Background: an optimization exercise with open tools, aiming at small area, a short achievable clock period and few clock cycles per item. Do not read the settings as production practice.
Where RTL was checked, it was by simulation tests only, not by an equivalence proof against the original.
For run 2, only the layout was checked, not whether the RTL still works.
No activity file was given, so power comes from the tool's default toggle rates.

**flow/run.sh**
```bash
#!/bin/bash
# synth_recipe.tcl (not shown) runs the flow's synth.tcl, then flattens the netlist and writes it again
# the make line also repeats each setting of config.mk as NAME=value (left out here)
make -C /OpenROAD-flow-scripts/flow DESIGN_CONFIG=/design/flow/config.mk WORK_HOME=/design/flow/orfs CLKGATE_MAP_FILE= SYNTH_SCRIPT=/design/flow/synth_recipe.tcl finish
```
**flow/config.mk**
```make
export PLATFORM = sky130hd
export DESIGN_NAME = pointer_motion_scaler_unit
export DESIGN_NICKNAME = pointer_motion_scaler_unit
export VERILOG_FILES = /design/flow/design.v
export SDC_FILE = /design/flow/constraint.sdc
export NUM_CORES = 4
export LEC_CHECK = 0
export CAP_MARGIN = 20
export CORE_MARGIN = 2
export CORE_UTILIZATION = 40
export SLEW_MARGIN = 20
```
**flow/constraint.sdc**
```tcl
create_clock -name core_clock -period 10.0 [get_ports {clk}]
set_input_delay 2.0000 -clock core_clock [delete_from_list [all_inputs] [get_ports {clk}]]
set_output_delay 2.0000 -clock core_clock [all_outputs]
set_load 0.01 [all_outputs]
```
**flow/design.v**
```verilog
module pointer_motion_scaler_unit (
  input  logic               clk,
  input  logic               rst,
  input  logic               ev_valid,
  output logic               ev_ready,
  input  logic               ev_func,
  input  logic [2:0]         ev_event_kind,
  input  logic signed [15:0] ev_motion_value,
  input  logic               ev_sync_flag,
  input  logic [2:0]         ev_action,
  output logic               res_valid,
  input  logic               res_ready,
  output logic signed [15:0] res_scaled_value,
  output logic               res_keep_event
);
  function automatic logic [1:0] q0tab(input logic [6:0] x);
    case (x)
      7'd0: q0tab = 2'd1;
      7'd1: q0tab = 2'd1;
      7'd2: q0tab = 2'd0;
      7'd3: q0tab = 2'd0;
      7'd4: q0tab = 2'd0;
      7'd5: q0tab = 2'd0;
      7'd6: q0tab = 2'd2;
      7'd7: q0tab = 2'd2;
      7'd8: q0tab = 2'd1;
      7'd9: q0tab = 2'd1;
      7'd10: q0tab = 2'd0;
      7'd11: q0tab = 2'd0;
      7'd12: q0tab = 2'd0;
      7'd13: q0tab = 2'd0;
      7'd14: q0tab = 2'd0;
      7'd15: q0tab = 2'd2;
      7'd16: q0tab = 2'd1;
      7'd17: q0tab = 2'd0;
      7'd18: q0tab = 2'd0;
      7'd19: q0tab = 2'd0;
      7'd20: q0tab = 2'd0;
      7'd21: q0tab = 2'd0;
      7'd22: q0tab = 2'd0;
      7'd23: q0tab = 2'd2;
      7'd24: q0tab = 2'd1;
      7'd25: q0tab = 2'd0;
      7'd26: q0tab = 2'd0;
      7'd27: q0tab = 2'd0;
      7'd28: q0tab = 2'd0;
      7'd29: q0tab = 2'd0;
      7'd30: q0tab = 2'd0;
      7'd31: q0tab = 2'd0;
      7'd32: q0tab = 2'd1;
      7'd33: q0tab = 2'd0;
      7'd34: q0tab = 2'd0;
      7'd35: q0tab = 2'd0;
      7'd36: q0tab = 2'd0;
      7'd37: q0tab = 2'd0;
      7'd38: q0tab = 2'd0;
      7'd39: q0tab = 2'd0;
      7'd40: q0tab = 2'd1;
      7'd41: q0tab = 2'd0;
      7'd42: q0tab = 2'd0;
      7'd43: q0tab = 2'd0;
      7'd44: q0tab = 2'd0;
      7'd45: q0tab = 2'd0;
      7'd46: q0tab = 2'd0;
      7'd47: q0tab = 2'd0;
      7'd48: q0tab = 2'd1;
      7'd49: q0tab = 2'd0;
      7'd50: q0tab = 2'd0;
      7'd51: q0tab = 2'd0;
      7'd52: q0tab = 2'd0;
      7'd53: q0tab = 2'd0;
      7'd54: q0tab = 2'd0;
      7'd55: q0tab = 2'd0;
      7'd56: q0tab = 2'd1;
      7'd57: q0tab = 2'd0;
      7'd58: q0tab = 2'd0;
      7'd59: q0tab = 2'd0;
      7'd60: q0tab = 2'd0;
      7'd61: q0tab = 2'd0;
      7'd62: q0tab = 2'd0;
      7'd63: q0tab = 2'd0;
      7'd64: q0tab = 2'd1;
      7'd65: q0tab = 2'd1;
      7'd66: q0tab = 2'd1;
      7'd67: q0tab = 2'd1;
      7'd68: q0tab = 2'd2;
      7'd69: q0tab = 2'd2;
      7'd70: q0tab = 2'd2;
      7'd71: q0tab = 2'd2;
      7'd72: q0tab = 2'd1;
      7'd73: q0tab = 2'd1;
      7'd74: q0tab = 2'd1;
      7'd75: q0tab = 2'd0;
      7'd76: q0tab = 2'd0;
      7'd77: q0tab = 2'd2;
      7'd78: q0tab = 2'd2;
      7'd79: q0tab = 2'd2;
      7'd80: q0tab = 2'd1;
      7'd81: q0tab = 2'd1;
      7'd82: q0tab = 2'd1;
      7'd83: q0tab = 2'd0;
      7'd84: q0tab = 2'd0;
      7'd85: q0tab = 2'd0;
      7'd86: q0tab = 2'd2;
      7'd87: q0tab = 2'd2;
      7'd88: q0tab = 2'd1;
      7'd89: q0tab = 2'd1;
      7'd90: q0tab = 2'd1;
      7'd91: q0tab = 2'd0;
      7'd92: q0tab = 2'd0;
      7'd93: q0tab = 2'd0;
      7'd94: q0tab = 2'd2;
      7'd95: q0tab = 2'd2;
      7'd96: q0tab = 2'd1;
      7'd97: q0tab = 2'd1;
      7'd98: q0tab = 2'd0;
      7'd99: q0tab = 2'd0;
      7'd100: q0tab = 2'd0;
      7'd101: q0tab = 2'd0;
      7'd102: q0tab = 2'd2;
      7'd103: q0tab = 2'd2;
      7'd104: q0tab = 2'd1;
      7'd105: q0tab = 2'd0;
      7'd106: q0tab = 2'd0;
      7'd107: q0tab = 2'd0;
      7'd108: q0tab = 2'd0;
      7'd109: q0tab = 2'd0;
      7'd110: q0tab = 2'd0;
      7'd111: q0tab = 2'd2;
      7'd112: q0tab = 2'd1;
      7'd113: q0tab = 2'd0;
      7'd114: q0tab = 2'd0;
      7'd115: q0tab = 2'd0;
      7'd116: q0tab = 2'd0;
      7'd117: q0tab = 2'd0;
      7'd118: q0tab = 2'd0;
      7'd119: q0tab = 2'd0;
      7'd120: q0tab = 2'd1;
      7'd121: q0tab = 2'd0;
      7'd122: q0tab = 2'd0;
      7'd123: q0tab = 2'd0;
      7'd124: q0tab = 2'd0;
      7'd125: q0tab = 2'd0;
      7'd126: q0tab = 2'd0;
      7'd127: q0tab = 2'd0;
      default: q0tab = 2'd0;
    endcase
  endfunction
  function automatic logic [6:0] hbase(input logic [7:0] x);
    case (x)
      8'd0: hbase = 7'd0;
      8'd1: hbase = 7'd0;
      8'd2: hbase = 7'd0;
      8'd3: hbase = 7'd0;
      8'd4: hbase = 7'd0;
      8'd5: hbase = 7'd0;
      8'd6: hbase = 7'd0;
      8'd7: hbase = 7'd0;
      8'd8: hbase = 7'd0;
      8'd9: hbase = 7'd0;
      8'd10: hbase = 7'd0;
      8'd11: hbase = 7'd0;
      8'd12: hbase = 7'd0;
      8'd13: hbase = 7'd0;
      8'd14: hbase = 7'd0;
      8'd15: hbase = 7'd0;
      8'd16: hbase = 7'd0;
      8'd17: hbase = 7'd0;
      8'd18: hbase = 7'd0;
      8'd19: hbase = 7'd0;
      8'd20: hbase = 7'd0;
      8'd21: hbase = 7'd0;
      8'd22: hbase = 7'd0;
      8'd23: hbase = 7'd0;
      8'd24: hbase = 7'd0;
      8'd25: hbase = 7'd0;
      8'd26: hbase = 7'd0;
      8'd27: hbase = 7'd0;
      8'd28: hbase = 7'd0;
      8'd29: hbase = 7'd0;
      8'd30: hbase = 7'd0;
      8'd31: hbase = 7'd0;
      8'd32: hbase = 7'd1;
      8'd33: hbase = 7'd1;
      8'd34: hbase = 7'd1;
      8'd35: hbase = 7'd1;
      8'd36: hbase = 7'd1;
      8'd37: hbase = 7'd1;
      8'd38: hbase = 7'd1;
      8'd39: hbase = 7'd1;
      8'd40: hbase = 7'd1;
      8'd41: hbase = 7'd1;
      8'd42: hbase = 7'd1;
      8'd43: hbase = 7'd1;
      8'd44: hbase = 7'd1;
      8'd45: hbase = 7'd1;
      8'd46: hbase = 7'd1;
      8'd47: hbase = 7'd1;
      8'd48: hbase = 7'd1;
      8'd49: hbase = 7'd1;
      8'd50: hbase = 7'd1;
      8'd51: hbase = 7'd1;
      8'd52: hbase = 7'd1;
      8'd53: hbase = 7'd1;
      8'd54: hbase = 7'd1;
      8'd55: hbase = 7'd1;
      8'd56: hbase = 7'd1;
      8'd57: hbase = 7'd1;
      8'd58: hbase = 7'd1;
      8'd59: hbase = 7'd1;
      8'd60: hbase = 7'd1;
      8'd61: hbase = 7'd1;
      8'd62: hbase = 7'd1;
      8'd63: hbase = 7'd1;
      8'd64: hbase = 7'd0;
      8'd65: hbase = 7'd0;
      8'd66: hbase = 7'd0;
      8'd67: hbase = 7'd0;
      8'd68: hbase = 7'd123;
      8'd69: hbase = 7'd123;
      8'd70: hbase = 7'd123;
      8'd71: hbase = 7'd123;
      8'd72: hbase = 7'd118;
      8'd73: hbase = 7'd118;
      8'd74: hbase = 7'd118;
      8'd75: hbase = 7'd118;
      8'd76: hbase = 7'd113;
      8'd77: hbase = 7'd113;
      8'd78: hbase = 7'd113;
      8'd79: hbase = 7'd113;
      8'd80: hbase = 7'd108;
      8'd81: hbase = 7'd108;
      8'd82: hbase = 7'd108;
      8'd83: hbase = 7'd108;
      8'd84: hbase = 7'd0;
      8'd85: hbase = 7'd0;
      8'd86: hbase = 7'd0;
      8'd87: hbase = 7'd0;
      8'd88: hbase = 7'd0;
      8'd89: hbase = 7'd0;
      8'd90: hbase = 7'd0;
      8'd91: hbase = 7'd0;
      8'd92: hbase = 7'd0;
      8'd93: hbase = 7'd0;
      8'd94: hbase = 7'd0;
      8'd95: hbase = 7'd0;
      8'd96: hbase = 7'd1;
      8'd97: hbase = 7'd1;
      8'd98: hbase = 7'd1;
      8'd99: hbase = 7'd1;
      8'd100: hbase = 7'd6;
      8'd101: hbase = 7'd6;
      8'd102: hbase = 7'd6;
      8'd103: hbase = 7'd6;
      8'd104: hbase = 7'd11;
      8'd105: hbase = 7'd11;
      8'd106: hbase = 7'd11;
      8'd107: hbase = 7'd11;
      8'd108: hbase = 7'd16;
      8'd109: hbase = 7'd16;
      8'd110: hbase = 7'd16;
      8'd111: hbase = 7'd16;
      8'd112: hbase = 7'd21;
      8'd113: hbase = 7'd21;
      8'd114: hbase = 7'd21;
      8'd115: hbase = 7'd21;
      8'd116: hbase = 7'd1;
      8'd117: hbase = 7'd1;
      8'd118: hbase = 7'd1;
      8'd119: hbase = 7'd1;
      8'd120: hbase = 7'd1;
      8'd121: hbase = 7'd1;
      8'd122: hbase = 7'd1;
      8'd123: hbase = 7'd1;
      8'd124: hbase = 7'd1;
      8'd125: hbase = 7'd1;
      8'd126: hbase = 7'd1;
      8'd127: hbase = 7'd1;
      8'd128: hbase = 7'd0;
      8'd129: hbase = 7'd0;
      8'd130: hbase = 7'd0;
      8'd131: hbase = 7'd0;
      8'd132: hbase = 7'd125;
      8'd133: hbase = 7'd125;
      8'd134: hbase = 7'd125;
      8'd135: hbase = 7'd125;
      8'd136: hbase = 7'd122;
      8'd137: hbase = 7'd122;
      8'd138: hbase = 7'd122;
      8'd139: hbase = 7'd122;
      8'd140: hbase = 7'd119;
      8'd141: hbase = 7'd119;
      8'd142: hbase = 7'd119;
      8'd143: hbase = 7'd119;
      8'd144: hbase = 7'd116;
      8'd145: hbase = 7'd116;
      8'd146: hbase = 7'd116;
      8'd147: hbase = 7'd116;
      8'd148: hbase = 7'd0;
      8'd149: hbase = 7'd0;
      8'd150: hbase = 7'd0;
      8'd151: hbase = 7'd0;
      8'd152: hbase = 7'd0;
      8'd153: hbase = 7'd0;
      8'd154: hbase = 7'd0;
      8'd155: hbase = 7'd0;
      8'd156: hbase = 7'd0;
      8'd157: hbase = 7'd0;
      8'd158: hbase = 7'd0;
      8'd159: hbase = 7'd0;
      8'd160: hbase = 7'd1;
      8'd161: hbase = 7'd1;
      8'd162: hbase = 7'd1;
      8'd163: hbase = 7'd1;
      8'd164: hbase = 7'd4;
      8'd165: hbase = 7'd4;
      8'd166: hbase = 7'd4;
      8'd167: hbase = 7'd4;
      8'd168: hbase = 7'd7;
      8'd169: hbase = 7'd7;
      8'd170: hbase = 7'd7;
      8'd171: hbase = 7'd7;
      8'd172: hbase = 7'd10;
      8'd173: hbase = 7'd10;
      8'd174: hbase = 7'd10;
      8'd175: hbase = 7'd10;
      8'd176: hbase = 7'd13;
      8'd177: hbase = 7'd13;
      8'd178: hbase = 7'd13;
      8'd179: hbase = 7'd13;
      8'd180: hbase = 7'd1;
      8'd181: hbase = 7'd1;
      8'd182: hbase = 7'd1;
      8'd183: hbase = 7'd1;
      8'd184: hbase = 7'd1;
      8'd185: hbase = 7'd1;
      8'd186: hbase = 7'd1;
      8'd187: hbase = 7'd1;
      8'd188: hbase = 7'd1;
      8'd189: hbase = 7'd1;
      8'd190: hbase = 7'd1;
      8'd191: hbase = 7'd1;
      8'd192: hbase = 7'd0;
      8'd193: hbase = 7'd0;
      8'd194: hbase = 7'd127;
      8'd195: hbase = 7'd126;
      8'd196: hbase = 7'd125;
      8'd197: hbase = 7'd125;
      8'd198: hbase = 7'd124;
      8'd199: hbase = 7'd123;
      8'd200: hbase = 7'd122;
      8'd201: hbase = 7'd122;
      8'd202: hbase = 7'd121;
      8'd203: hbase = 7'd120;
      8'd204: hbase = 7'd119;
      8'd205: hbase = 7'd119;
      8'd206: hbase = 7'd118;
      8'd207: hbase = 7'd117;
      8'd208: hbase = 7'd116;
      8'd209: hbase = 7'd116;
      8'd210: hbase = 7'd115;
      8'd211: hbase = 7'd114;
      8'd212: hbase = 7'd0;
      8'd213: hbase = 7'd0;
      8'd214: hbase = 7'd127;
      8'd215: hbase = 7'd126;
      8'd216: hbase = 7'd0;
      8'd217: hbase = 7'd0;
      8'd218: hbase = 7'd127;
      8'd219: hbase = 7'd126;
      8'd220: hbase = 7'd0;
      8'd221: hbase = 7'd0;
      8'd222: hbase = 7'd127;
      8'd223: hbase = 7'd126;
      8'd224: hbase = 7'd1;
      8'd225: hbase = 7'd1;
      8'd226: hbase = 7'd2;
      8'd227: hbase = 7'd3;
      8'd228: hbase = 7'd4;
      8'd229: hbase = 7'd4;
      8'd230: hbase = 7'd5;
      8'd231: hbase = 7'd6;
      8'd232: hbase = 7'd7;
      8'd233: hbase = 7'd7;
      8'd234: hbase = 7'd8;
      8'd235: hbase = 7'd9;
      8'd236: hbase = 7'd10;
      8'd237: hbase = 7'd10;
      8'd238: hbase = 7'd11;
      8'd239: hbase = 7'd12;
      8'd240: hbase = 7'd13;
      8'd241: hbase = 7'd13;
      8'd242: hbase = 7'd14;
      8'd243: hbase = 7'd15;
      8'd244: hbase = 7'd1;
      8'd245: hbase = 7'd1;
      8'd246: hbase = 7'd2;
      8'd247: hbase = 7'd3;
      8'd248: hbase = 7'd1;
      8'd249: hbase = 7'd1;
      8'd250: hbase = 7'd2;
      8'd251: hbase = 7'd3;
      8'd252: hbase = 7'd1;
      8'd253: hbase = 7'd1;
      8'd254: hbase = 7'd2;
      8'd255: hbase = 7'd3;
      default: hbase = 7'd0;
    endcase
  endfunction
  function automatic logic [2:0] oh3d(input logic [1:0] x);    
    oh3d = {x == 2'd2, x == 2'd1, x == 2'd0 || x == 2'd3};
  endfunction
  function automatic logic [2:0] add3oh(input logic [2:0] a, input logic [2:0] b);
    add3oh[0] = (a[0] & b[0]) | (a[1] & b[2]) | (a[2] & b[1]);
    add3oh[1] = (a[0] & b[1]) | (a[1] & b[0]) | (a[2] & b[2]);
    add3oh[2] = (a[0] & b[2]) | (a[2] & b[0]) | (a[1] & b[1]);
  endfunction
  function automatic logic [4:0] oh5n(input logic [3:0] x);    
    oh5n[0] = x == 4'd0 || x == 4'd5 || x == 4'd10 || x == 4'd15;
    oh5n[1] = x == 4'd1 || x == 4'd6 || x == 4'd11;
    oh5n[2] = x == 4'd2 || x == 4'd7 || x == 4'd12;
    oh5n[3] = x == 4'd3 || x == 4'd8 || x == 4'd13;
    oh5n[4] = x == 4'd4 || x == 4'd9 || x == 4'd14;
  endfunction
  function automatic logic [4:0] add5oh(input logic [4:0] a, input logic [4:0] b);
    for (int j = 0; j < 5; j++) begin
      add5oh[j] = 1'b0;
      for (int i = 0; i < 5; i++) add5oh[j] = add5oh[j] | (a[i] & b[(j - i + 5) % 5]);
    end
  endfunction
  logic [2:0]  mouse_level, scroll_level;
  logic        inv_h, inv_v;
  logic [1:0]  clow0, clow1, clow2, clow3;
  logic [4:0]  cdig2, cdig3;
  logic        csgn0, csgn1, csgn2, csgn3;
  logic              m_valid;
  logic [17:0]       m_a1;
  logic [6:0]        m_h;
  logic              m_d1, m_sig, m_kf;
  logic              o_valid;
  logic signed [15:0] o_value;
  logic              o_keep;
  logic o_free, accept;
  assign o_free   = !o_valid || res_ready;
  assign ev_ready = !m_valid || o_free;
  assign accept   = ev_valid && ev_ready;
  logic signed [15:0] v;
  logic [2:0]  kind;
  logic        scale, wheel;
  assign v     = ev_motion_value;
  assign kind  = ev_event_kind;
  assign scale = !kind[2];
  assign wheel = scale && kind[1];
  logic [3:0] code;
  always_comb begin
    if (!scale)      code = 4'd2;
    else if (!wheel) code = {1'b0, mouse_level};
    else             code = {1'b1, scroll_level};
  end
  localparam logic [1:0] D1 = 2'd0, D3 = 2'd1, D5 = 2'd2, D20 = 2'd3;
  logic [1:0] k, dcl;
  logic [2:0] msel;     
  logic       lneg;
  always_comb begin
    case (code)
      4'd0:    begin k = 2'd1; dcl = D1;  msel = 3'd0; lneg = 1'b0; end  
      4'd1:    begin k = 2'd2; dcl = D1;  msel = 3'd2; lneg = 1'b1; end  
      4'd2:    begin k = 2'd0; dcl = D1;  msel = 3'd0; lneg = 1'b0; end  
      4'd3:    begin k = 2'd2; dcl = D1;  msel = 3'd3; lneg = 1'b0; end  
      4'd4:    begin k = 2'd1; dcl = D1;  msel = 3'd2; lneg = 1'b0; end  
      4'd5:    begin k = 2'd2; dcl = D1;  msel = 3'd5; lneg = 1'b1; end  
      4'd8:    begin k = 2'd2; dcl = D1;  msel = 3'd0; lneg = 1'b0; end  
      4'd9:    begin k = 2'd0; dcl = D3;  msel = 3'd3; lneg = 1'b0; end  
      4'd10:   begin k = 2'd2; dcl = D20; msel = 3'd6; lneg = 1'b1; end  
      4'd11:   begin k = 2'd0; dcl = D5;  msel = 3'd4; lneg = 1'b0; end  
      4'd12:   begin k = 2'd1; dcl = D1;  msel = 3'd0; lneg = 1'b0; end  
      4'd13:   begin k = 2'd0; dcl = D1;  msel = 3'd0; lneg = 1'b0; end  
      4'd15:   begin k = 2'd0; dcl = D1;  msel = 3'd2; lneg = 1'b0; end  
      default: begin k = 2'd0; dcl = D1;  msel = 3'd1; lneg = 1'b0; end  
    endcase
  end
  logic chain;
  assign chain = (dcl != D1);
  logic sig, nu;
  assign sig = wheel && (kind[0] ? inv_v : inv_h);
  assign nu  = sig ^ chain;
  logic signed [20:0] vx, x1, x2, x3, prod;
  logic cin;
  logic [17:0] z;
  assign vx = 21'(v);
  always_comb begin
    x1 = vx; x2 = '0; x3 = '0; cin = 1'b0;
    case (msel)
      3'd1: x1 = vx <<< 1;                                   
      3'd2: x2 = vx <<< 1;                                   
      3'd3: x2 = vx <<< 2;                                   
      3'd4: begin x1 = vx <<< 1; x2 = vx <<< 2; end          
      3'd5: begin x1 = vx <<< 3; x2 = ~vx; cin = 1'b1; end   
      3'd6: begin x2 = vx <<< 2; x3 = vx <<< 4; end          
      default: ;                                             
    endcase
    prod = x1 + x2 + x3 + 21'(cin);
    case (k)
      2'd1:    z = prod[18:1];
      2'd2:    z = prod[19:2];
      default: z = prod[17:0];
    endcase
  end
  logic [2:0] v3;
  logic [4:0] v5, v5t, u5;
  always_comb begin
    v3 = add3oh(add3oh(add3oh(oh3d(v[1:0]), oh3d(v[3:2])), add3oh(oh3d(v[5:4]), oh3d(v[7:6]))),
                add3oh(add3oh(oh3d(v[9:8]), oh3d(v[11:10])),
                       add3oh(oh3d(v[13:12]), {v[14] & v[15], v[14] ^ v[15], !(v[14] | v[15])})));
    v5t = oh5n(4'({v[14], v[13], v[12]}) + 4'({v[15], 1'b0}));
    v5  = add5oh(add5oh(oh5n(v[3:0]), oh5n(v[7:4])), add5oh(oh5n(v[11:8]), v5t));
  end
  logic [1:0] l, low;
  logic [4:0] r;
  logic [2:0] rb;
  always_comb begin
    l   = {v[1] ^ v[0], v[0]};    
    low = lneg ? l : v[1:0];
    u5  = {v5[3], v5[1], v5[4], v5[2], v5[0]};    
    case (dcl)
      D3:  r = {2'b00, v3};
      D5:  r = {v5[2], v5[4], v5[1], v5[3], v5[0]};    
      D20: case (l)                                    
             2'd0:    r = u5;
             2'd1:    r = {u5[3:0], u5[4]};
             2'd2:    r = {u5[2:0], u5[4:3]};
             default: r = {u5[1:0], u5[4:2]};
           endcase
      default: r = 5'b00001;
    endcase
    rb = {r[4], r[3] | r[2], r[3] | r[1]};
  end
  logic [1:0] qt;
  logic q0z, q0m1, q0m2;
  always_comb begin
    qt   = q0tab({code, v[2:0]});
    q0z  = (v[15:3] == 13'd0) && qt[0];
    q0m1 = (v[15:3] == {13{1'b1}}) && qt[1];
    q0m2 = v[15] && !q0m1;
  end
  logic [1:0] clow;
  logic [4:0] cdig;
  logic       csgn;
  logic [2:0] ls;
  logic [1:0] nlow;
  logic       k1;
  logic [4:0] cd5, s5;
  logic [2:0] cd3, s3;
  logic [4:0] ndig;
  logic       w5, w3, wrap, nz, nneg, nsg;
  always_comb begin
    case (kind[1:0])
      2'd0:    begin clow = clow0; cdig = 5'b00001; csgn = csgn0; end
      2'd1:    begin clow = clow1; cdig = 5'b00001; csgn = csgn1; end
      2'd2:    begin clow = clow2; cdig = cdig2;    csgn = csgn2; end
      default: begin clow = clow3; cdig = cdig3;    csgn = csgn3; end
    endcase
    ls = 3'(low) + 3'(clow);
    case (k)
      2'd1:    begin k1 = low[0] & clow[0]; nlow = {1'b0, low[0] ^ clow[0]}; end
      2'd2:    begin k1 = ls[2]; nlow = ls[1:0]; end
      default: begin k1 = 1'b0;  nlow = 2'd0; end
    endcase
    cd5 = k1 ? {cdig[3:0], cdig[4]} : cdig;
    s5  = add5oh(r, cd5);
    w5  = (k1 & cdig[4]);
    for (int i = 0; i < 5; i++)
      for (int m = 0; m < 5; m++)
        if (i + m >= 5) w5 = w5 | (r[i] & cd5[m]);
    cd3 = k1 ? {cdig[1:0], cdig[2]} : cdig[2:0];
    s3  = add3oh(r[2:0], cd3);
    w3  = (k1 & cdig[2]) | (r[1] & cd3[2]) | (r[2] & cd3[1]) | (r[2] & cd3[2]);
    case (dcl)
      D3:      begin ndig = {2'b00, s3}; wrap = w3; end
      D5, D20: begin ndig = s5;          wrap = w5; end
      default: begin ndig = 5'b00001;    wrap = k1; end
    endcase
    nz   = (nlow != 2'd0) || !ndig[0];
    nneg = q0m2 || (q0m1 && !(wrap && !csgn)) || (q0z && csgn && !wrap);
    nsg  = nneg && nz;
  end
  logic [6:0] hb, st, h;
  logic       am1, ap1, ap2;
  always_comb begin
    hb  = hbase({dcl, nu, rb, l});
    am1 = !wrap && csgn && !nsg;
    ap2 = wrap && !csgn && nsg;
    ap1 = (wrap || nsg) && !csgn && !ap2 || (wrap && csgn && nsg);
    case ({chain, nu})
      2'b10:   st = am1 ? -7'sd15 : ap1 ?  7'sd15 : ap2 ?  7'sd30 : 7'sd0;
      2'b11:   st = am1 ?  7'sd15 : ap1 ? -7'sd15 : ap2 ? -7'sd30 : 7'sd0;
      2'b01:   st = am1 ?  7'sd1  : ap1 ? -7'sd1  : ap2 ? -7'sd2  : 7'sd0;
      default: st = am1 ? -7'sd1  : ap1 ?  7'sd1  : ap2 ?  7'sd2  : 7'sd0;
    endcase
    h = scale ? hb + st : 7'd0;
  end
  always_ff @(posedge clk) begin
    if (rst) begin
      mouse_level  <= 3'd4;
      scroll_level <= 3'd2;
      inv_h        <= 1'b0;
      inv_v        <= 1'b0;
      clow0 <= '0; clow1 <= '0; clow2 <= '0; clow3 <= '0;
      cdig2 <= 5'b00001; cdig3 <= 5'b00001;
      csgn0 <= 1'b0; csgn1 <= 1'b0; csgn2 <= 1'b0; csgn3 <= 1'b0;
    end else if (accept) begin
      if (ev_func) begin
        case (ev_action)
          3'd0: inv_v <= !inv_v;
          3'd1: inv_h <= !inv_h;
          3'd2: begin
            if (mouse_level != 3'd6) mouse_level <= mouse_level + 3'd1;
            clow0 <= '0; clow1 <= '0; csgn0 <= 1'b0; csgn1 <= 1'b0;
          end
          3'd3: begin
            if (mouse_level != 3'd0) mouse_level <= mouse_level - 3'd1;
            clow0 <= '0; clow1 <= '0; csgn0 <= 1'b0; csgn1 <= 1'b0;
          end
          3'd4: begin
            if (scroll_level != 3'd7) scroll_level <= scroll_level + 3'd1;
            clow2 <= '0; clow3 <= '0; csgn2 <= 1'b0; csgn3 <= 1'b0;
            cdig2 <= 5'b00001; cdig3 <= 5'b00001;
          end
          3'd5: begin
            if (scroll_level != 3'd0) scroll_level <= scroll_level - 3'd1;
            clow2 <= '0; clow3 <= '0; csgn2 <= 1'b0; csgn3 <= 1'b0;
            cdig2 <= 5'b00001; cdig3 <= 5'b00001;
          end
          default: ;
        endcase
      end else if (scale) begin
        case (kind[1:0])
          2'd0: begin clow0 <= nlow; csgn0 <= nsg; end
          2'd1: begin clow1 <= nlow; csgn1 <= nsg; end
          2'd2: begin clow2 <= nlow; cdig2 <= ndig; csgn2 <= nsg; end
          default: begin clow3 <= nlow; cdig3 <= ndig; csgn3 <= nsg; end
        endcase
      end
    end
  end
  always_ff @(posedge clk) begin
    if (rst) m_valid <= 1'b0;
    else if (ev_ready) m_valid <= ev_valid && !ev_func;
    if (ev_ready) begin
      m_a1  <= z ^ {18{nu}};
      m_h   <= h;
      m_d1  <= !chain;
      m_sig <= sig;
      m_kf  <= !scale || ev_sync_flag;
    end
  end
  logic [17:0] sa, sb, sc, sd, y;
  logic signed [15:0] yc;
  always_comb begin
    sa = m_a1 + {{11{m_h[6]}}, m_h};
    sb = sa + (sa << 4);
    sc = sb + (sb << 8);
    sd = sc + (sc << 16);
    y  = m_d1 ? sa : sd;
    if (!y[17] && y[16:15] != 2'b00)       yc = 16'sh7fff;
    else if (y[17] && y[16:15] != 2'b11)   yc = m_sig ? 16'sh8001 : 16'sh8000;
    else if (m_sig && y[15:0] == 16'h8000) yc = 16'sh8001;
    else                                   yc = y[15:0];
  end
  always_ff @(posedge clk) begin
    if (rst) o_valid <= 1'b0;
    else if (o_free) o_valid <= m_valid;
    if (o_free) begin
      o_value <= yc;
      o_keep  <= m_kf || (yc != 16'sd0);
    end
  end
  assign res_valid        = o_valid;
  assign res_scaled_value = o_value;
  assign res_keep_event   = o_keep;
endmodule
```
==> results of run 1 <==
worst max-delay path, cell delays in order:
cell and delay [ns]:
clkdlybuf4s50_1 0.78, inv_1 0.13, ha_1 0.30, a222oi_1 0.66
o22ai_1 0.18, nor3_1 0.58, o22ai_1 0.15, nor3_1 0.58
nand2_1 0.15, a32o_2 0.35, a222oi_1 0.43, o211ai_1 0.26
o21ai_4 0.34, a22o_4 0.23, and2_1 0.20, inv_1 0.07
fa_1 0.38, nor3_1 0.32, a221o_1 0.16, ha_1 0.22
a21o_1 0.17, a21oi_1 0.20, o21bai_1 0.09, a21oi_1 0.17
xor2_1 0.16, nor2_1 0.05
cell families after synthesis:
family	share of synthesized area, %
AO/OA/AOI/OAI	28.7
buffers and inverters	7.00
adder cells (fa/ha/maj)	18.1
multiplexers	4.07
AND/OR/NAND/NOR	18.5
flip-flops	17.8
XOR/XNOR	5.86
stage by stage:
step / setup slack, ns / hold slack, ns / util, %
after global routing: 0.135 / 0.466 / 44.5
after global placement: 0.688 / 0.439 / 43.4
after CTS: 0.903 / 0.453 / 44.5
final: 0.745 / 0.451 / 44.5
after detailed placement: 0.550 / 0.445 / 43.4
after floorplan: 1.91 / 0.429 / -
registers in the layout, indices dropped and copies added (netlist names), 3 cells and up:
register      count
m_a1             18
o_value          16
m_h               7
cdig2             5
cdig3             5
mouse_level       3
scroll_level      3
power groups by stage:
stage	clock [W]	sequential (W)	combinational (W)
CTS	0.000324	0.000564	0.00306
global route	0.000336	0.000571	0.00341
floorplan	0	0.000577	0.00236
detailed placement	0	0.000570	0.00304
finish	0.000317	0.000562	0.00307
global placement	0	0.000570	0.00300
synth_stat cells, types with 5 or more instances:
master	count
a21o_1	14
a21oi_1	97
nand3_1	22
a211oi_1	21
nor4_1	7
mux4_2	5
mux2i_1	31
or2_2	13
o22a_1	13
a221oi_1	16
a211o_1	7
xor2_1	14
o221ai_1	7
a21boi_0	8
and2_1	11
o22ai_1	29
a222oi_1	20
nor2_1	144
and3_1	10
nand4_1	5
nor3_1	27
xnor2_1	61
a31o_2	6
o21a_1	7
edfxtp_1	45
nor2b_1	16
nand2_1	129
fa_1	24
or3_1	6
nand2b_1	18
dfxtp_1	32
clkbuf_1	50
buf_6	6
ha_1	124
o211ai_1	9
o21bai_1	20
o21ai_0	85
buf_1	6
inv_1	119
a22oi_1	32
o31ai_1	11
a31oi_1	15
layout make-up:
type,instances,area (µm²),area share (%)
clock inverters,7,65.1,0.528
repair buffers,74,671,5.44
inverters,122,458,3.71
clock buffers,9,225,1.83
multi-input cells,1163,8450,68.5
well taps,378,473,3.84
flip-flops and latches,77,1990,16.2
layer usage:
metal	vias up	part of all wire [%]	GRT usage, %	routed length [µm]
met5	-	0	0	0
met4	0	2.6	6.60	784
met3	44	4.8	1.89	1440
met2	351	48	35.6	14600
met1	4940	44	26.1	13300
li1	5292	-	-	-
worst paths after layout:
kind	startpoint	end	slack (ns)	depth (start not counted)
max	ev_motion_value[4]	m_h[5]	0.74	26
min	csgn1	csgn1	0.45	2
max reg2reg	m_a1[1]	o_value[7]	2.75	32
min reg2reg	csgn1	csgn1	0.45	2
==> results by group, run 1 <==
Cells and area
  – Syn-to-layout area delta: 9.96%
  – Share of final-layout standard cells stronger than drive strength 1: 6.47%
  – Leading cell type in the layout, fill and taps excluded: nor2_1
  – Number of inserted filler cells in the final layout: 2726
  – Highest-count cells in the layout ignoring fill and taps: nor2_1, nand2_1, ha_1, inv_1, a21oi_1
  – Non-filler cells, final: 1830
  – Final #Nets: 1623
  – Final antenna diode count: 0
  – Post-route standard cell area excluding fillers: 12300 µm²

Clock network
  – Post-CTS repair timing setup buffer count: 0
  – Cell at the root of the clock tree: clkbuf_16
  – Maximum count of clock buffers along a single path: 2
  – TritonCTS clock tree: done
  – # resized after CTS: 0
  – Post-CTS Hold Buffers: 0
  – Clock buffers created by TritonCTS: 9
  – Num Clock Sinks: 77
  – Count of H-tree levels built during CTS: 3
  – Clock Pin Slew Worst Setup and Hold Paths: 0.06 ns
  – Clk Latency, worst-skew pair: 0.34 ns

STA
  – Transition time at the pin with the least slew margin: 0.831 ns
  – Number of pins with negative max-slew slack in the final report: 0
  – Final number of setup-violating endpoints: 0
  – Max Freq: 108 MHz
  – Unrepaired setup endpoints after global routing: no
  – Number of endpoints with negative hold slack in the final report: 0
  – Final min period: 9.26 ns
  – Worst relative slew slack: 44.5%
  – Final worst clock skew: 0.0140 ns
  – Post-route clock period utilization: 92.6%
  – Final-layout setup total negative slack: 0 ns

Power and ir drop
  – Net switching power: 0.00190 W
  – P_int: 0.00204 W
  – Switch share: 48.2%
  – Leakage power total: 5.07 nW
  – Sequential cell fraction of total power: 14.2%
  – Power density cells: 320 nW/µm²
  – Sum of internal, switching and leakage power: 0.00395 W
  – Fraction of power consumed by the clock network: 8.0%
  – Combinational share of power: 77.7%
  – VDD IR max: 0.000323 V

Setup path
  – Critical path class: in2reg
  – Worst setup SP type: input pin
  – Critical path data required time: 10.09 ns
  – Type of element capturing the critical path: flop
  – Arrival time of the worst setup path: 9.34 ns
  – Crit path max fanout: 12

Global routing
  – Pin count of the biggest net entering global routing: 37
  – GRT Util Overall: 20.3%
  – Number of antenna violations at the first check in global routing: 0
  – Total overflow reported by the global router: 0
  – Via count of the first global-routing pass: 9782
  – Wire length of the first global-routing pass: 48.8 mm

Drt
  – Length of the first detailed-routing pass in iterations: 6
  – Average wire per standard cell: 16.5 µm
  – Post-route ant nets: 0
  – Starting DRT DRC Count: 959
  – Total number of vias: 10600
  – Detailed-route DRC error count: 0
  – Via density: 5.81
  – Post-detailed-routing wire length: 30.1 mm

Logic synthesis
  – Post-Syn Nets: 1607
  – EDFF count, synth: 45
  – Synthesized area: 11200 µm²
  – Leading post-synthesis cells by cell area: ha_1, edfxtp_1, dfxtp_1, nor2_1, xnor2_1
  – Post-synth top flop: edfxtp_1
  – Yosys warning count: 1
  – Avg Synthesized Cell Area: 7.84 µm²
  – Yosys cell types: 90
  – Register area share after synthesis: 17.8%
  – Fraction of synthesized cell area taken by the top area cell type: 13.8%
  – Gate count of the mapped netlist: 1431
  – Flop and latch count out of synthesis: 77
  – Library cell with the largest summed area after synthesis: ha_1
  – Synth async-reset ratio: 0%

Floorplan
  – Die H: 171 µm
  – Die outline area: 29400 µm²
  – Row Count: 61
  – Initial core utilization: 40.5%
  – I/O Pins: 47
  – Area of the core: 27700 µm²
  – Horizontal die dimension: 171 µm

Worst hold path
  – Class of the tightest hold or removal check: reg2reg

Placed design
  – Half-perimeter wire length of the detailed placement result: 24.0 mm
  – Placed Area: 12000 µm²
  – Weighted congestion reported at the end of routability-driven placement: 0.918
  – Number of I/O port buffers: 46
  – Number of placed instances with taps included: 1813

Flow run
  – Max_cap viols: 0

Outcome
  – Outcome: finished clean
Testbench counts, summed over its fixed seeds: cycles 8,008, items 8,000.
==> run 2: changes to the inputs <==
--- a/flow/design.v
+++ b/flow/design.v
@@ -433,6 +433,14 @@
   logic [1:0]  clow0, clow1, clow2, clow3;
   logic [4:0]  cdig2, cdig3;
   logic        csgn0, csgn1, csgn2, csgn3;
+  localparam logic [1:0] D1 = 2'd0, D3 = 2'd1, D5 = 2'd2, D20 = 2'd3;
+  logic               r_valid, r_evt, r_kf, r_scale, r_sig, r_q0z, r_q0m1;
+  logic [4:0]         r_r;
+  logic [1:0]         r_low;
+  logic               r_clrm, r_clrs;
+  logic [1:0]         r_axis, r_k, r_dcl;
+  logic [2:0]         r_msel;
+  logic signed [15:0] r_v;
   logic              m_valid;
   logic [17:0]       m_a1;
   logic [6:0]        m_h;
@@ -440,57 +448,125 @@
   logic              o_valid;
   logic signed [15:0] o_value;
   logic              o_keep;
-  logic o_free, accept;
+  logic o_free, r_adv, accept, accept1;
   assign o_free   = !o_valid || res_ready;
-  assign ev_ready = !m_valid || o_free;
+  assign r_adv    = !m_valid || o_free;
+  assign ev_ready = !r_valid || r_adv;
   assign accept   = ev_valid && ev_ready;
-  logic signed [15:0] v;
-  logic [2:0]  kind;
-  logic        scale, wheel;
-  assign v     = ev_motion_value;
-  assign kind  = ev_event_kind;
-  assign scale = !kind[2];
-  assign wheel = scale && kind[1];
+  assign accept1  = r_valid && r_adv;
+  logic       scale0, wheel0, sig0;
   logic [3:0] code;
+  logic [1:0] k0, dcl0;
+  logic [2:0] msel0;
+  logic       lneg0;
+  logic [1:0] qt;
   always_comb begin
-    if (!scale)      code = 4'd2;
-    else if (!wheel) code = {1'b0, mouse_level};
-    else             code = {1'b1, scroll_level};
+    scale0 = !ev_event_kind[2];
+    wheel0 = scale0 && ev_event_kind[1];
+    sig0   = wheel0 && (ev_event_kind[0] ? inv_v : inv_h);
+    if (!scale0)      code = 4'd2;
+    else if (!wheel0) code = {1'b0, mouse_level};
+    else              code = {1'b1, scroll_level};
+    case (code)
+      4'd0:    begin k0 = 2'd1; dcl0 = D1;  msel0 = 3'd0; lneg0 = 1'b0; end  
+      4'd1:    begin k0 = 2'd2; dcl0 = D1;  msel0 = 3'd2; lneg0 = 1'b1; end  
+      4'd2:    begin k0 = 2'd0; dcl0 = D1;  msel0 = 3'd0; lneg0 = 1'b0; end  
+      4'd3:    begin k0 = 2'd2; dcl0 = D1;  msel0 = 3'd3; lneg0 = 1'b0; end  
+      4'd4:    begin k0 = 2'd1; dcl0 = D1;  msel0 = 3'd2; lneg0 = 1'b0; end  
+      4'd5:    begin k0 = 2'd2; dcl0 = D1;  msel0 = 3'd5; lneg0 = 1'b1; end  
+      4'd8:    begin k0 = 2'd2; dcl0 = D1;  msel0 = 3'd0; lneg0 = 1'b0; end  
+      4'd9:    begin k0 = 2'd0; dcl0 = D3;  msel0 = 3'd3; lneg0 = 1'b0; end  
+      4'd10:   begin k0 = 2'd2; dcl0 = D20; msel0 = 3'd6; lneg0 = 1'b1; end  
+      4'd11:   begin k0 = 2'd0; dcl0 = D5;  msel0 = 3'd4; lneg0 = 1'b0; end  
+      4'd12:   begin k0 = 2'd1; dcl0 = D1;  msel0 = 3'd0; lneg0 = 1'b0; end  
+      4'd13:   begin k0 = 2'd0; dcl0 = D1;  msel0 = 3'd0; lneg0 = 1'b0; end  
+      4'd15:   begin k0 = 2'd0; dcl0 = D1;  msel0 = 3'd2; lneg0 = 1'b0; end  
+      default: begin k0 = 2'd0; dcl0 = D1;  msel0 = 3'd1; lneg0 = 1'b0; end  
+    endcase
+    qt = q0tab({code, ev_motion_value[2:0]});
   end
-  localparam logic [1:0] D1 = 2'd0, D3 = 2'd1, D5 = 2'd2, D20 = 2'd3;
-  logic [1:0] k, dcl;
-  logic [2:0] msel;     
-  logic       lneg;
+  logic [2:0] v3;
+  logic [4:0] v5, v5t, u5;
   always_comb begin
-    case (code)
-      4'd0:    begin k = 2'd1; dcl = D1;  msel = 3'd0; lneg = 1'b0; end  
-      4'd1:    begin k = 2'd2; dcl = D1;  msel = 3'd2; lneg = 1'b1; end  
-      4'd2:    begin k = 2'd0; dcl = D1;  msel = 3'd0; lneg = 1'b0; end  
-      4'd3:    begin k = 2'd2; dcl = D1;  msel = 3'd3; lneg = 1'b0; end  
-      4'd4:    begin k = 2'd1; dcl = D1;  msel = 3'd2; lneg = 1'b0; end  
-      4'd5:    begin k = 2'd2; dcl = D1;  msel = 3'd5; lneg = 1'b1; end  
-      4'd8:    begin k = 2'd2; dcl = D1;  msel = 3'd0; lneg = 1'b0; end  
-      4'd9:    begin k = 2'd0; dcl = D3;  msel = 3'd3; lneg = 1'b0; end  
-      4'd10:   begin k = 2'd2; dcl = D20; msel = 3'd6; lneg = 1'b1; end  
-      4'd11:   begin k = 2'd0; dcl = D5;  msel = 3'd4; lneg = 1'b0; end  
-      4'd12:   begin k = 2'd1; dcl = D1;  msel = 3'd0; lneg = 1'b0; end  
-      4'd13:   begin k = 2'd0; dcl = D1;  msel = 3'd0; lneg = 1'b0; end  
-      4'd15:   begin k = 2'd0; dcl = D1;  msel = 3'd2; lneg = 1'b0; end  
-      default: begin k = 2'd0; dcl = D1;  msel = 3'd1; lneg = 1'b0; end  
+    v3 = add3oh(add3oh(add3oh(oh3d(ev_motion_value[1:0]), oh3d(ev_motion_value[3:2])), add3oh(oh3d(ev_motion_value[5:4]), oh3d(ev_motion_value[7:6]))),
+                add3oh(add3oh(oh3d(ev_motion_value[9:8]), oh3d(ev_motion_value[11:10])),
+                       add3oh(oh3d(ev_motion_value[13:12]), {ev_motion_value[14] & ev_motion_value[15], ev_motion_value[14] ^ ev_motion_value[15], !(ev_motion_value[14] | ev_motion_value[15])})));
+    v5t = oh5n(4'({ev_motion_value[14], ev_motion_value[13], ev_motion_value[12]}) + 4'({ev_motion_value[15], 1'b0}));
+    v5  = add5oh(add5oh(oh5n(ev_motion_value[3:0]), oh5n(ev_motion_value[7:4])), add5oh(oh5n(ev_motion_value[11:8]), v5t));
+  end
+  logic [1:0] l0, low0;
+  logic [4:0] r0d;
+  always_comb begin
+    l0   = {ev_motion_value[1] ^ ev_motion_value[0], ev_motion_value[0]};    
+    low0 = lneg0 ? l0 : ev_motion_value[1:0];
+    u5  = {v5[3], v5[1], v5[4], v5[2], v5[0]};    
+    case (dcl0)
+      D3:  r0d = {2'b00, v3};
+      D5:  r0d = {v5[2], v5[4], v5[1], v5[3], v5[0]};    
+      D20: case (l0)                                    
+             2'd0:    r0d = u5;
+             2'd1:    r0d = {u5[3:0], u5[4]};
+             2'd2:    r0d = {u5[2:0], u5[4:3]};
+             default: r0d = {u5[1:0], u5[4:2]};
+           endcase
+      default: r0d = 5'b00001;
     endcase
   end
-  logic chain;
+  always_ff @(posedge clk) begin
+    if (rst) begin
+      mouse_level  <= 3'd4;
+      scroll_level <= 3'd2;
+      inv_h        <= 1'b0;
+      inv_v        <= 1'b0;
+    end else if (accept && ev_func) begin
+      case (ev_action)
+        3'd0: inv_v <= !inv_v;
+        3'd1: inv_h <= !inv_h;
+        3'd2: if (mouse_level != 3'd6) mouse_level <= mouse_level + 3'd1;
+        3'd3: if (mouse_level != 3'd0) mouse_level <= mouse_level - 3'd1;
+        3'd4: if (scroll_level != 3'd7) scroll_level <= scroll_level + 3'd1;
+        3'd5: if (scroll_level != 3'd0) scroll_level <= scroll_level - 3'd1;
+        default: ;
+      endcase
+    end
+  end
+  always_ff @(posedge clk) begin
+    if (rst) r_valid <= 1'b0;
+    else if (ev_ready) r_valid <= ev_valid;
+    if (ev_ready) begin
+      r_evt   <= !ev_func;
+      r_clrm  <= ev_func && (ev_action == 3'd2 || ev_action == 3'd3);
+      r_clrs  <= ev_func && (ev_action == 3'd4 || ev_action == 3'd5);
+      r_kf    <= !scale0 || ev_sync_flag;
+      r_scale <= scale0;
+      r_sig   <= sig0;
+      r_axis  <= ev_event_kind[1:0];
+      r_k     <= k0;
+      r_dcl   <= dcl0;
+      r_msel  <= msel0;
+      r_r     <= r0d;
+      r_low   <= low0;
+      r_q0z   <= (ev_motion_value[15:3] == 13'd0) && qt[0];
+      r_q0m1  <= (ev_motion_value[15:3] == {13{1'b1}}) && qt[1];
+      r_v     <= ev_motion_value;
+    end
+  end
+  logic signed [15:0] v;
+  logic [1:0]  k, dcl;
+  logic        chain, sig, nu;
+  assign v     = r_v;
+  assign k     = r_k;
+  assign dcl   = r_dcl;
   assign chain = (dcl != D1);
-  logic sig, nu;
-  assign sig = wheel && (kind[0] ? inv_v : inv_h);
-  assign nu  = sig ^ chain;
+  assign sig   = r_sig;
+  assign nu    = sig ^ chain;
   logic signed [20:0] vx, x1, x2, x3, prod;
   logic cin;
   logic [17:0] z;
   assign vx = 21'(v);
   always_comb begin
     x1 = vx; x2 = '0; x3 = '0; cin = 1'b0;
-    case (msel)
+    case (r_msel)
       3'd1: x1 = vx <<< 1;                                   
       3'd2: x2 = vx <<< 1;                                   
       3'd3: x2 = vx <<< 2;                                   
@@ -506,43 +582,17 @@
       default: z = prod[17:0];
     endcase
   end
-  logic [2:0] v3;
-  logic [4:0] v5, v5t, u5;
-  always_comb begin
-    v3 = add3oh(add3oh(add3oh(oh3d(v[1:0]), oh3d(v[3:2])), add3oh(oh3d(v[5:4]), oh3d(v[7:6]))),
-                add3oh(add3oh(oh3d(v[9:8]), oh3d(v[11:10])),
-                       add3oh(oh3d(v[13:12]), {v[14] & v[15], v[14] ^ v[15], !(v[14] | v[15])})));
-    v5t = oh5n(4'({v[14], v[13], v[12]}) + 4'({v[15], 1'b0}));
-    v5  = add5oh(add5oh(oh5n(v[3:0]), oh5n(v[7:4])), add5oh(oh5n(v[11:8]), v5t));
-  end
-  logic [1:0] l, low;
   logic [4:0] r;
   logic [2:0] rb;
-  always_comb begin
-    l   = {v[1] ^ v[0], v[0]};    
-    low = lneg ? l : v[1:0];
-    u5  = {v5[3], v5[1], v5[4], v5[2], v5[0]};    
-    case (dcl)
-      D3:  r = {2'b00, v3};
-      D5:  r = {v5[2], v5[4], v5[1], v5[3], v5[0]};    
-      D20: case (l)                                    
-             2'd0:    r = u5;
-             2'd1:    r = {u5[3:0], u5[4]};
-             2'd2:    r = {u5[2:0], u5[4:3]};
-             default: r = {u5[1:0], u5[4:2]};
-           endcase
-      default: r = 5'b00001;
-    endcase
-    rb = {r[4], r[3] | r[2], r[3] | r[1]};
-  end
-  logic [1:0] qt;
+  logic [1:0] low, l;
+  assign r   = r_r;
+  assign rb  = {r[4], r[3] | r[2], r[3] | r[1]};
+  assign low = r_low;
+  assign l   = {v[1] ^ v[0], v[0]};
   logic q0z, q0m1, q0m2;
-  always_comb begin
-    qt   = q0tab({code, v[2:0]});
-    q0z  = (v[15:3] == 13'd0) && qt[0];
-    q0m1 = (v[15:3] == {13{1'b1}}) && qt[1];
-    q0m2 = v[15] && !q0m1;
-  end
+  assign q0z  = r_q0z;
+  assign q0m1 = r_q0m1;
+  assign q0m2 = v[15] && !r_q0m1;
   logic [1:0] clow;
   logic [4:0] cdig;
   logic       csgn;
@@ -554,7 +604,7 @@
   logic [4:0] ndig;
   logic       w5, w3, wrap, nz, nneg, nsg;
   always_comb begin
-    case (kind[1:0])
+    case (r_axis)
       2'd0:    begin clow = clow0; cdig = 5'b00001; csgn = csgn0; end
       2'd1:    begin clow = clow1; cdig = 5'b00001; csgn = csgn1; end
       2'd2:    begin clow = clow2; cdig = cdig2;    csgn = csgn2; end
@@ -584,57 +634,43 @@
     nneg = q0m2 || (q0m1 && !(wrap && !csgn)) || (q0z && csgn && !wrap);
     nsg  = nneg && nz;
   end
-  logic [6:0] hb, st, h;
+  logic [6:0] hb, ks, hm1, hp1, hp2, h;
   logic       am1, ap1, ap2;
   always_comb begin
     hb  = hbase({dcl, nu, rb, l});
+    case ({chain, nu})
+      2'b10:   ks =  7'sd15;
+      2'b11:   ks = -7'sd15;
+      2'b01:   ks = -7'sd1;
+      default: ks =  7'sd1;
+    endcase
+    hm1 = hb - ks;
+    hp1 = hb + ks;
+    hp2 = hb + (ks << 1);
     am1 = !wrap && csgn && !nsg;
     ap2 = wrap && !csgn && nsg;
     ap1 = (wrap || nsg) && !csgn && !ap2 || (wrap && csgn && nsg);
-    case ({chain, nu})
-      2'b10:   st = am1 ? -7'sd15 : ap1 ?  7'sd15 : ap2 ?  7'sd30 : 7'sd0;
-      2'b11:   st = am1 ?  7'sd15 : ap1 ? -7'sd15 : ap2 ? -7'sd30 : 7'sd0;
-      2'b01:   st = am1 ?  7'sd1  : ap1 ? -7'sd1  : ap2 ? -7'sd2  : 7'sd0;
-      default: st = am1 ? -7'sd1  : ap1 ?  7'sd1  : ap2 ?  7'sd2  : 7'sd0;
-    endcase
-    h = scale ? hb + st : 7'd0;
+    if (!r_scale) h = 7'd0;
+    else if (am1) h = hm1;
+    else if (ap1) h = hp1;
+    else if (ap2) h = hp2;
+    else          h = hb;
   end
   always_ff @(posedge clk) begin
     if (rst) begin
-      mouse_level  <= 3'd4;
-      scroll_level <= 3'd2;
-      inv_h        <= 1'b0;
-      inv_v        <= 1'b0;
       clow0 <= '0; clow1 <= '0; clow2 <= '0; clow3 <= '0;
       cdig2 <= 5'b00001; cdig3 <= 5'b00001;
       csgn0 <= 1'b0; csgn1 <= 1'b0; csgn2 <= 1'b0; csgn3 <= 1'b0;
-    end else if (accept) begin
-      if (ev_func) begin
-        case (ev_action)
-          3'd0: inv_v <= !inv_v;
-          3'd1: inv_h <= !inv_h;
-          3'd2: begin
-            if (mouse_level != 3'd6) mouse_level <= mouse_level + 3'd1;
-            clow0 <= '0; clow1 <= '0; csgn0 <= 1'b0; csgn1 <= 1'b0;
-          end
-          3'd3: begin
-            if (mouse_level != 3'd0) mouse_level <= mouse_level - 3'd1;
-            clow0 <= '0; clow1 <= '0; csgn0 <= 1'b0; csgn1 <= 1'b0;
-          end
-          3'd4: begin
-            if (scroll_level != 3'd7) scroll_level <= scroll_level + 3'd1;
-            clow2 <= '0; clow3 <= '0; csgn2 <= 1'b0; csgn3 <= 1'b0;
-            cdig2 <= 5'b00001; cdig3 <= 5'b00001;
-          end
-          3'd5: begin
-            if (scroll_level != 3'd0) scroll_level <= scroll_level - 3'd1;
-            clow2 <= '0; clow3 <= '0; csgn2 <= 1'b0; csgn3 <= 1'b0;
-            cdig2 <= 5'b00001; cdig3 <= 5'b00001;
-          end
-          default: ;
-        endcase
-      end else if (scale) begin
-        case (kind[1:0])
+    end else if (accept1) begin
+      if (r_clrm) begin
+        clow0 <= '0; clow1 <= '0; csgn0 <= 1'b0; csgn1 <= 1'b0;
+      end
+      if (r_clrs) begin
+        clow2 <= '0; clow3 <= '0; csgn2 <= 1'b0; csgn3 <= 1'b0;
+        cdig2 <= 5'b00001; cdig3 <= 5'b00001;
+      end
+      if (r_evt && r_scale) begin
+        case (r_axis)
           2'd0: begin clow0 <= nlow; csgn0 <= nsg; end
           2'd1: begin clow1 <= nlow; csgn1 <= nsg; end
           2'd2: begin clow2 <= nlow; cdig2 <= ndig; csgn2 <= nsg; end
@@ -645,27 +681,27 @@
   end
   always_ff @(posedge clk) begin
     if (rst) m_valid <= 1'b0;
-    else if (ev_ready) m_valid <= ev_valid && !ev_func;
-    if (ev_ready) begin
+    else if (r_adv) m_valid <= r_valid && r_evt;
+    if (r_adv) begin
       m_a1  <= z ^ {18{nu}};
       m_h   <= h;
       m_d1  <= !chain;
       m_sig <= sig;
-      m_kf  <= !scale || ev_sync_flag;
+      m_kf  <= r_kf;
     end
   end
-  logic [17:0] sa, sb, sc, sd, y;
-  logic signed [15:0] yc;
+  logic [17:0] sa;
+  logic [14:0] sb, sc;
+  logic signed [15:0] ys, yc;
   always_comb begin
     sa = m_a1 + {{11{m_h[6]}}, m_h};
-    sb = sa + (sa << 4);
+    sb = sa[14:0] + (sa[14:0] << 4);
     sc = sb + (sb << 8);
-    sd = sc + (sc << 16);
-    y  = m_d1 ? sa : sd;
-    if (!y[17] && y[16:15] != 2'b00)       yc = 16'sh7fff;
-    else if (y[17] && y[16:15] != 2'b11)   yc = m_sig ? 16'sh8001 : 16'sh8000;
-    else if (m_sig && y[15:0] == 16'h8000) yc = 16'sh8001;
-    else                                   yc = y[15:0];
+    if (!sa[17] && sa[16:15] != 2'b00)       ys = 16'sh7fff;
+    else if (sa[17] && sa[16:15] != 2'b11)   ys = m_sig ? 16'sh8001 : 16'sh8000;
+    else if (m_sig && sa[15:0] == 16'h8000)  ys = 16'sh8001;
+    else                                     ys = sa[15:0];
+    yc = m_d1 ? ys : {sc[14], sc};
   end
   always_ff @(posedge clk) begin
     if (rst) o_valid <= 1'b0;
==> run 2 against run 1 <==
Clock power grew 87%. Synthesized cell count is 14% higher. Largest cell class unchanged. Final area up 18%. Sequential power up 23%. Setup slack better by 2.9 ns. Clock-buffer cell count up 12. Highest routed layer unchanged. Non-clock buffer count shrank 19. Global-route usage is 0.18 points lower. Register-to-register slack gained 0.85 ns. Still clean.
==> results by group, run 2 <==
Logic synthesis
  – Flop and latch count out of synthesis: 117 (was 77)
  – Synth async-reset ratio: 0% (unchanged)
  – Fraction of synthesized cell area taken by the top area cell type: 19.1% (was 13.8%)
  – Yosys warning count: 1 (unchanged)
  – Area fraction in compound gates after synthesis: 27.6% (was 28.7%)
  – Simple logic cell fraction of the synthesized area: 19.0% (was 18.5%)
  – Post-Syn Nets: 1798 (was 1607)
  – Synthesized area: 13200 µm² (was 11200 µm²)
  – Post-synth top flop: edfxtp_1 (unchanged)
  – Most repeated cell in the gate-level netlist after synthesis: nand2_1 (was nor2_1)
  – Avg Synthesized Cell Area: 8.11 µm² (was 7.84 µm²)
  – Multiplexer area fraction after synthesis: 3.08% (was 4.07%)
  – Synth Area in Adders: 15.0% (was 18.1%)
  – Most instantiated cells after synthesis: nand2_1, nor2_1, inv_1 (was nor2_1, nand2_1, ha_1)
  – Library cell with the largest summed area after synthesis: edfxtp_1 (was ha_1)
  – Leading post-synthesis cells by cell area: edfxtp_1, ha_1, dfxtp_1, nand2_1, a21oi_1 (was ha_1, edfxtp_1, dfxtp_1, nor2_1, xnor2_1)
  – Combinational family with the most area after synthesis: compound AO/OA/AOI/OAI gates (unchanged)
  – Xor and xnor fraction of the mapped netlist area: 4.87% (was 5.86%)
  – Register area share after synthesis: 24.1% (was 17.8%)
  – EDFF count, synth: 84 (was 45)
  – Gate count of the mapped netlist: 1627 (was 1431)
  – Yosys cell types: 89 (was 90)

Global routing
  – Via count of the first global-routing pass: 11500 (was 9782)
  – Pin count of the biggest net entering global routing: 43 (was 37)
  – Total overflow reported by the global router: 0 (unchanged)
  – Number of antenna violations at the first check in global routing: 0 (unchanged)
  – Wire length of the first global-routing pass: 56.8 mm (was 48.8 mm)
  – GRT Util Overall: 20.1% (was 20.3%)

Setup path
  – Endpoint of the worst register-to-register path: o_keep (was o_value[7])
  – Critical path data required time: 10.17 ns (was 10.09 ns)
  – Worst setup SP type: flop (was input pin)
  – Biggest cell delay along the critical path: 0.51 ns (was 0.78 ns)
  – Register-to-register setup slack: 3.60 ns (was 2.75 ns)
  – Worst R2R Path Depth: 26 (was 32)
  – Reg2reg start: m_a1[0] (was m_a1[1])
  – CP dominant cell by count: a21oi_1 (was nor3_1)
  – Arrival time of the worst setup path: 6.57 ns (was 9.34 ns)
  – Slowest-stage cell, CP: or4_1 (was clkdlybuf4s50_1)
  – Critical path class: reg2reg (was in2reg)
  – Crit path max fanout: 4 (was 12)
  – Type of element capturing the critical path: flop (unchanged)

Cells and area
  – Most flops, register: m_a1 (unchanged)
  – Flip-flop count of the largest register after layout: 18 (unchanged)
  – Regs by FF count: m_a1: 18 flops, o_value: 16 flops, r_v: 16 flops (was m_a1: 18 flops, o_value: 16 flops, m_h: 7 flops)
  – Share of final-layout standard cells stronger than drive strength 1: 5.13% (was 6.47%)
  – Final #Nets: 1794 (was 1623)
  – Syn-to-layout area delta: 10.5% (was 9.96%)
  – Leading cell type in the layout, fill and taps excluded: nand2_1 (was nor2_1)
  – Highest-count cells in the layout ignoring fill and taps: nand2_1, nor2_1, inv_1, a21oi_1, ha_1 (was nor2_1, nand2_1, ha_1, inv_1, a21oi_1)
  – Final antenna diode count: 0 (unchanged)

Clock network
  – Maximum count of clock buffers along a single path: 2 (unchanged)
  – Clk Latency, worst-skew pair: 0.43 ns (was 0.34 ns)
  – Count of H-tree levels built during CTS: 4 (was 3)
  – Clock buffers created by TritonCTS: 17 (was 9)
  – Num Clock Sinks: 117 (was 77)
  – TritonCTS clock tree: done (unchanged)
  – # resized after CTS: 0 (unchanged)
  – Clock Pin Slew Worst Setup and Hold Paths: 0.06 ns (about the same)
  – Post-CTS repair timing setup buffer count: 0 (unchanged)
  – Post-CTS Hold Buffers: 0 (unchanged)
  – Cell at the root of the clock tree: clkbuf_16 (unchanged)

Floorplan
  – Die H: 186 µm (was 171 µm)
  – Die outline area: 34500 µm² (was 29400 µm²)
  – Initial core utilization: 40.6% (was 40.5%)
  – Area of the core: 32500 µm² (was 27700 µm²)
  – I/O Pins: 47 (unchanged)
  – Row Count: 66 (was 61)
  – Horizontal die dimension: 186 µm (was 171 µm)

Drt
  – Detailed-route DRC error count: 0 (unchanged)
  – Average wire per standard cell: 16.3 µm (was 16.5 µm)
  – Post-route ant nets: 0 (unchanged)
  – Post-detailed-routing wire length: 33.8 mm (was 30.1 mm)
  – Starting DRT DRC Count: 1023 (was 959)
  – Total number of vias: 12200 (was 10600)
  – Highest signal layer in the routed design: met4 (unchanged)
  – Routed wl met3: 1.34 mm (was 1.44 mm)
  – Met1 WL: 15.5 mm (was 13.3 mm)
  – Length of the first detailed-routing pass in iterations: 9 (was 6)
  – Via density: 5.85 (was 5.81)
  – Total met2 wirelength after detailed routing: 16.3 mm (was 14.6 mm)

STA
  – Unrepaired setup endpoints after global routing: no (unchanged)
  – Number of pins with negative max-slew slack in the final report: 0 (unchanged)
  – Post-route clock period utilization: 64.0% (was 92.6%)
  – Final setup margin: 3.60 ns (was 0.745 ns)
  – Max Freq: 156 MHz (was 108 MHz)
  – Final-layout setup total negative slack: 0 ns (unchanged)
  – Final worst clock skew: 0.0149 ns (was 0.0140 ns)
  – Final min period: 6.40 ns (was 9.26 ns)
  – Worst relative slew slack: 37.8% (was 44.5%)
  – Number of endpoints with negative hold slack in the final report: 0 (unchanged)
  – Transition time at the pin with the least slew margin: 0.926 ns (was 0.831 ns)
  – Final number of setup-violating endpoints: 0 (unchanged)

Worst hold path
  – Launch point of the worst hold path: cdig3[3] (was csgn1)
  – Hold depth: 2 (unchanged)
  – Worst-case hold path end point: cdig3[3] (was csgn1)
  – Class of the tightest hold or removal check: reg2reg (unchanged)

Power and ir drop
  – Fraction of power consumed by the clock network: 19.0% (was 8.0%)
  – Leakage power total: 5.85 nW (was 5.07 nW)
  – Combinational share of power: 58.9% (was 77.7%)
  – P_int: 0.00179 W (was 0.00204 W)
  – Power density cells: 214 nW/µm² (was 320 nW/µm²)
  – Sequential cell fraction of total power: 22.1% (was 14.2%)
  – Switch share: 42.5% (was 48.2%)
  – Net switching power: 0.00133 W (was 0.00190 W)
  – VDD IR max: 0.000310 V (was 0.000323 V)

Placed design
  – Weighted congestion reported at the end of routability-driven placement: 0.917 (was 0.918)
  – Half-perimeter wire length of the detailed placement result: 26.1 mm (was 24.0 mm)
  – Number of I/O port buffers: 46 (unchanged)
  – Placement-stage worst setup slack: 3.57 ns (was 0.550 ns)

Outcome
  – Outcome: finished clean (unchanged)

Flow run
  – Max_cap viols: 0 (unchanged)
## run 2: logic make-up (layout without fill, tap and decap cells)
group / after synthesis / after routing
xor+xnor: 71 / 71
buf+inv: 218 / 227
simple gates: 521 / 521
fa+ha+maj: 143 / 143
compound gates: 521 / 521
mux: 36 / 36
flops: 117 / 117
## run 2: power groups by stage
stage                     Sequential, W  Clock, W  Combinational (W)
after detailed placement       0.000701         0            0.00182
after global placement         0.000698         0            0.00181
final                          0.000690  0.000592            0.00184
after global routing           0.000700  0.000628            0.00206
after CTS                      0.000691  0.000607            0.00184
after floorplan                0.000693         0            0.00139
## run 2: cell type report
cell class | instances | area, µm²
Multi-Input combinational cell | 1292 | 9200
Timing Repair Buffer | 55 | 541
Tap cell | 442 | 553
Clock buffer | 21 | 504
Clock inverter | 11 | 82.6
Fill cell | 3260 | 17900
Inverter | 140 | 526
Sequential cell | 117 | 3180
## run 2: per-stage QoR
stage / cells / utilization (%) / area (µm²) / power, W / hold slack [ns]
4_1_cts: 2077 / 44.7 / 14600 / 0.00314 / 0.504
2_1_floorplan: 1627 / - / 13200 / 0.00208 / 0.400
3_3_place_gp: 2045 / 42.9 / 14000 / 0.00251 / 0.480
6_report: 2078 / 44.8 / 14600 / 0.00312 / 0.500
5_1_grt: 2078 / 44.8 / 14600 / 0.00339 / 0.523
3_5_place_dp: 2045 / 42.9 / 14000 / 0.00252 / 0.487
## run 2: metal layers
metal	vias up	global-route usage, %
li1	6049	-
met1	5739	26.0
met2	326	34.8
met3	49	2.48
met4	0	6.20
met5	-	0
## run 2: worst max-delay path, delay by kind of cell, from the launching register on
kind | cells | cell delay [ns]
compound gates | 12 | 2.31
xor+xnor | 3 | 0.53
fa+ha+maj | 4 | 1.33
buf+inv | 1 | 0.15
flops | 1 | 0.36
simple gates | 6 | 1.47
## run 2: worst max-delay path by stage
stage               startpoint        to  cells after the start
global route           m_a1[0]    o_keep                     26
finish                 m_a1[0]    o_keep                     26
floorplan              m_a1[1]    o_keep                     26
global placement     r_msel[0]  m_a1[16]                     19
CTS                  r_msel[0]  m_a1[16]                     19
detailed placement   r_msel[0]  m_a1[16]                     19

==> re-timing with driven ports <==
The flow's constraints put no driver on any port. The routed layouts listed below were extracted and timed again, unchanged, in two steps.
Step 1, drivers: a clkbuf_16 drives clk and a buf_2 each remaining input, both assumed.
Step 2 times the ports against the registers' clock, not the clock port: input delays grow and output delays shrink by t, the midpoint of the rising clock arrivals with the driver on.
a / b / c = ideal / step 1 / step 2; a / b = the first two.
run	shift t [ns]	setup WS [ns]	worst setup path after step 2	worst data-port slew with drivers (ns)	pins driven straight from the clock port
run 1	0.382	0.745 / 0.767 / 0.385	input to register	0.03	1
run 2	0.469	3.597 / 3.597 / 3.597	register to register	0.03	1
After both steps setup and hold are still met in every run listed. For run 1, which loses most, drivers alone change the setup slack by +0.022 ns; drivers and shift together by -0.360 ns.
